This design comes from an exercise in tuning for small area, a short achievable clock period and few clock cycles per item on the open sky130 flow, not from production work.
At most, simulation tests tie the RTL to the original design; equivalence was not proved.

// board_eval
module board_eval
#(
   parameter int EVAL_WIDTH = 16                       
)
(
   input  logic                         clk,
   input  logic                         reset,
   input  logic [255:0]                 board_in,
   input  logic                         board_valid,
   input  logic                         attack_done,
   input  logic                         clear_eval,
   output logic signed [EVAL_WIDTH-1:0] eval,
   output logic                         eval_valid
);
Size in the first run: roughly 4200 cells after synthesis, roughly 280 I/O pins, roughly 36000 µm² of cells after synthesis.
export LEC_CHECK = 0
export CAP_MARGIN = 20
export CORE_MARGIN = 2
export CORE_UTILIZATION = 40
export SETUP_SLACK_MARGIN = 0.6
export SLEW_MARGIN = 20
create_clock -name core_clock -period 7.0 [get_ports {clk}]
run.sh (not shown) runs the stock make flow with config.mk's settings and CLKGATE_MAP_FILE= SYNTH_SCRIPT=/design/flow/synth_recipe.tcl, a recipe that flattens the netlist after the stock synthesis.
Edit:
Settings changed: SETUP_SLACK_MARGIN 0.6 to default.
Result: The new run ran to the end with no violations; worst setup slack gets worse by 0.13 ns; area after synthesis stays the same; sequential share of layout area stays flat; via count is about the same; cell count decreases by 0.38%; die area does not change; maximum frequency goes down by about 1.9%.
Function was not checked in any run of this note: the RTL went through the layout flow alone.

---

Setup of v46:
Another version of the RTL of board_eval (not shown whole).
Size: roughly 2900 cells after synthesis, ~280 I/O pins, ~30000 sq um of cells after synthesis.
// board_eval
module board_eval
#(
   parameter int EVAL_WIDTH = 16                       
)
(
   input  logic                         clk,
   input  logic                         reset,
   input  logic [255:0]                 board_in,
   input  logic                         board_valid,
   input  logic                         attack_done,
   input  logic                         clear_eval,
   output logic signed [EVAL_WIDTH-1:0] eval,
   output logic                         eval_valid
);
==> flow/config.mk <==
export PLATFORM = sky130hd
export DESIGN_NAME = board_eval
export DESIGN_NICKNAME = board_eval
export VERILOG_FILES = /design/flow/design.v
export SDC_FILE = /design/flow/constraint.sdc
export NUM_CORES = 4
export LEC_CHECK = 0
export CAP_MARGIN = 20
export CORE_MARGIN = 2
export CORE_UTILIZATION = 30
export SETUP_SLACK_MARGIN = 1.0
export SLEW_MARGIN = 20
==> flow/constraint.sdc <==
create_clock -name core_clock -period 7.0 [get_ports {clk}]
set_input_delay 1.4000 -clock core_clock [delete_from_list [all_inputs] [get_ports {clk}]]
set_output_delay 1.4000 -clock core_clock [all_outputs]
set_load 0.01 [all_outputs]
standard.sh (not shown) runs the stock make flow with config.mk's settings and CLKGATE_MAP_FILE= SYNTH_SCRIPT=/design/flow/synth_recipe.tcl, a recipe that flattens the netlist after the stock synthesis.
==> flow/flow/run.sh <==
#!/bin/bash
# The standard layout with two changes:
#  - after the standard synthesis, fapol.py removes inverters around the full adders
#    by using some adders with all pins inverted (a full adder is self-dual); the
#    registers are not touched;
#  - the input and output ports are buffered with buf_1 cells.
set -euo pipefail
R=orfs/results/sky130hd/board_eval/base
bash standard.sh synth > synth_flow.log 2>&1
cp $R/1_2_yosys.v synth_standard.v
python3 flow/fapol.py synth_standard.v $R/1_2_yosys.v > fapol.log 2>&1
touch $R/1_2_yosys.v
bash standard.sh finish BUFFER_PORTS_ARGS="-buffer_cell sky130_fd_sc_hd__buf_1" > finish_flow.log 2>&1
Other scripts of this flow, unchanged in this note and not shown: flow/flow/fapol.py
Testbench counts of v46, summed over its fixed seeds: cycles 2,048, boards 512.
> inputs changed (v46 -> v21)
Settings: CORE_UTILIZATION now 55, was 30.
Results
Compared with v46, v21 shows a higher flip-flop and latch share of the layout cell area.
Max all-layer global routing usage across v46 and v21: v21
v21 ended up with a higher number of vias per cell after detailed routing than v46 did.
Run comparison: v21 standard cell with the maximum stage delay on the critical path sky130_fd_sc_hd__dfxtp_1; v46 standard cell with the maximum stage delay on the critical path sky130_fd_sc_hd__fa_1
met1 track demand over resource on v21 is up relative to v46.
Of v46 and v21, the run reporting the higher synthesis-to-finish area growth was v46.
Routed wire length: v21 vs v46 down about 2.5%
[inputs] v51 vs v21
Settings: CORE_UTILIZATION now 40, was 55.
==> run summary <==
Against v21, v51 reports a via count that is lower. On cell area, v51 does worse than v21. NOTE: global-route usage in v51 falls short of that of v21. The fmax of v51 was superior to that of v21. Compared to v21, v51 has path depth of the worst reg2reg path 2 higher. Diff v21..v51 | non-clock inverter instance count of the final layout | unchanged. v51 vs v21, start point of the critical path: u_taper_blend.p1[2]$_DFF_P_ vs u_taper_blend.p1[15]$_DFF_P_. Summary — setup slack, v51 relative to v21: higher, by 0.075 ns.

---

## run A
board_eval, a different RTL version from the one above (not shown whole).
Size: roughly 3800 cells after synthesis, about 280 I/O pins, ~34000 µm² of cells after synthesis.
Settings: LEC_CHECK=0, CAP_MARGIN=20, CORE_MARGIN=2, CORE_UTILIZATION=40, SETUP_SLACK_MARGIN=1.5, SLEW_MARGIN=20; clock period 7.0 ns.
==> flow/flow/run.sh <==
#!/bin/bash
# The standard layout with two changes:
#  - after the standard synthesis, fapol.py removes inverters around the full adders
#    by using some adders with all pins inverted (a full adder is self-dual); the
#    registers are not touched;
#  - the input and output ports are buffered with buf_2 cells.
set -euo pipefail
R=orfs/results/sky130hd/board_eval/base
bash standard.sh synth > synth_flow.log 2>&1
cp $R/1_2_yosys.v synth_standard.v
python3 flow/fapol.py synth_standard.v $R/1_2_yosys.v > fapol.log 2>&1
touch $R/1_2_yosys.v
bash standard.sh finish BUFFER_PORTS_ARGS="-buffer_cell sky130_fd_sc_hd__buf_2" > finish_flow.log 2>&1
Other scripts of this flow, unchanged in this note and not shown: flow/flow/fapol.py
Per the final summary, run A finished and its layout is clean on timing, DRC and antenna.
Testbench counts of run A, summed over its fixed seeds: cycles 2,048, boards 512.
Input changes introduced in run B (baseline for comparison: run A):
# run A
export LEC_CHECK = 0
export CAP_MARGIN = 20
export CORE_MARGIN = 2
export CORE_UTILIZATION = 40
export SETUP_SLACK_MARGIN = 1.5
export SLEW_MARGIN = 20
create_clock -name core_clock -period 7.0 [get_ports {clk}]
# run B
export LEC_CHECK = 0
export CAP_MARGIN = 20
export CORE_MARGIN = 2
export CORE_UTILIZATION = 40
export SETUP_SLACK_MARGIN = 1.0
export SLEW_MARGIN = 20
create_clock -name core_clock -period 7.0 [get_ports {clk}]
==> comparison <==
- Relative to run A, the total detailed-routing wirelength measured on run B has decreased by a few percent.
- Between run A and run B, final routed wire length divided by cell count decreased.
- [compare] base=run A new=run B: area growth from synthesis to layout shows a reduction of 5.6 points, setup clock skew after layout shows an increase of 0.0040 ns.
- Changes observed in run B relative to run A: fmax fell by 1.0%, clock latency of the later-clocked register in the worst-skew pair level.
diff inputs: run B => run C
# run B
export LEC_CHECK = 0
export CAP_MARGIN = 20
export CORE_MARGIN = 2
export CORE_UTILIZATION = 40
export SETUP_SLACK_MARGIN = 1.0
export SLEW_MARGIN = 20
create_clock -name core_clock -period 7.0 [get_ports {clk}]
# run C
export LEC_CHECK = 0
export CAP_MARGIN = 0
export CORE_MARGIN = 2
export CORE_UTILIZATION = 55
export SETUP_SLACK_MARGIN = 1.0
export SLEW_MARGIN = 0
create_clock -name core_clock -period 7.0 [get_ports {clk}]
Results
Run C finished every step from synthesis to the final layout, and the layout passed the timing, DRC and antenna checks. Re time the worst path needs with I/O delays and setup: run C is 0.20 ns up on run B. Between run B and run C, summed area of non-filler cells in the final layout decreased. Vias: run C above run B. In the metrics for run C and run B, the one carrying the lower worst setup slack is run C. Relative to run B, final cycle utilization of the critical path increased by 2.8 points in run C. [run C vs run B] global routing met3 resource utilization: higher in run C.

==> separate check: timing with driven ports <==
In the flow no input, the clock included, has a driving cell. The finished layouts below were timed again as built, in two steps. Step 1: set_driving_cell puts a clkbuf_16 on clk and a buf_2 on each other input, an assumption about the parent block. Step 2 also shifts input and output timing later by t, the mid clock arrival at the registers, as if the neighbouring blocks saw the same clock. Three values: ideal ports, drivers, drivers and shift; two values: the first two.
run	t, ns	setup slack, ns	hold WS [ns]	clock arrival spread, ns	worst slew at a driven data input, ns
the first run of note 1	0.507	0.324 / 0.324 / 0.324	0.439 / 0.439 / 0.439	0.012 / 0.012	0.11
the second run of note 1	0.516	0.196 / 0.196 / 0.196	0.439 / 0.439 / 0.439	0.017 / 0.017	0.12
v46	0.498	1.214 / 1.214 / 0.893	0.448 / 0.448 / 0.448	0.012 / 0.012	0.19
v21	0.485	1.156 / 1.156 / 0.852	0.448 / 0.448 / 0.448	0.013 / 0.012	0.13
v51	0.503	1.231 / 1.231 / 0.844	0.440 / 0.440 / 0.440	0.015 / 0.014	0.17
run A	0.521	1.296 / 1.296 / 1.076	0.445 / 0.445 / 0.445	0.012 / 0.012	0.16
run B	0.502	1.238 / 1.238 / 0.788	0.433 / 0.433 / 0.433	0.018 / 0.017	0.13
run C	0.503	1.043 / 1.043 / 0.725	0.466 / 0.466 / 0.466	0.017 / 0.018	0.12
After both steps setup and hold are still met in every run listed. The setup slack of run B, which loses most, moves by 0.000 ns with the drivers and by -0.450 ns with both steps.
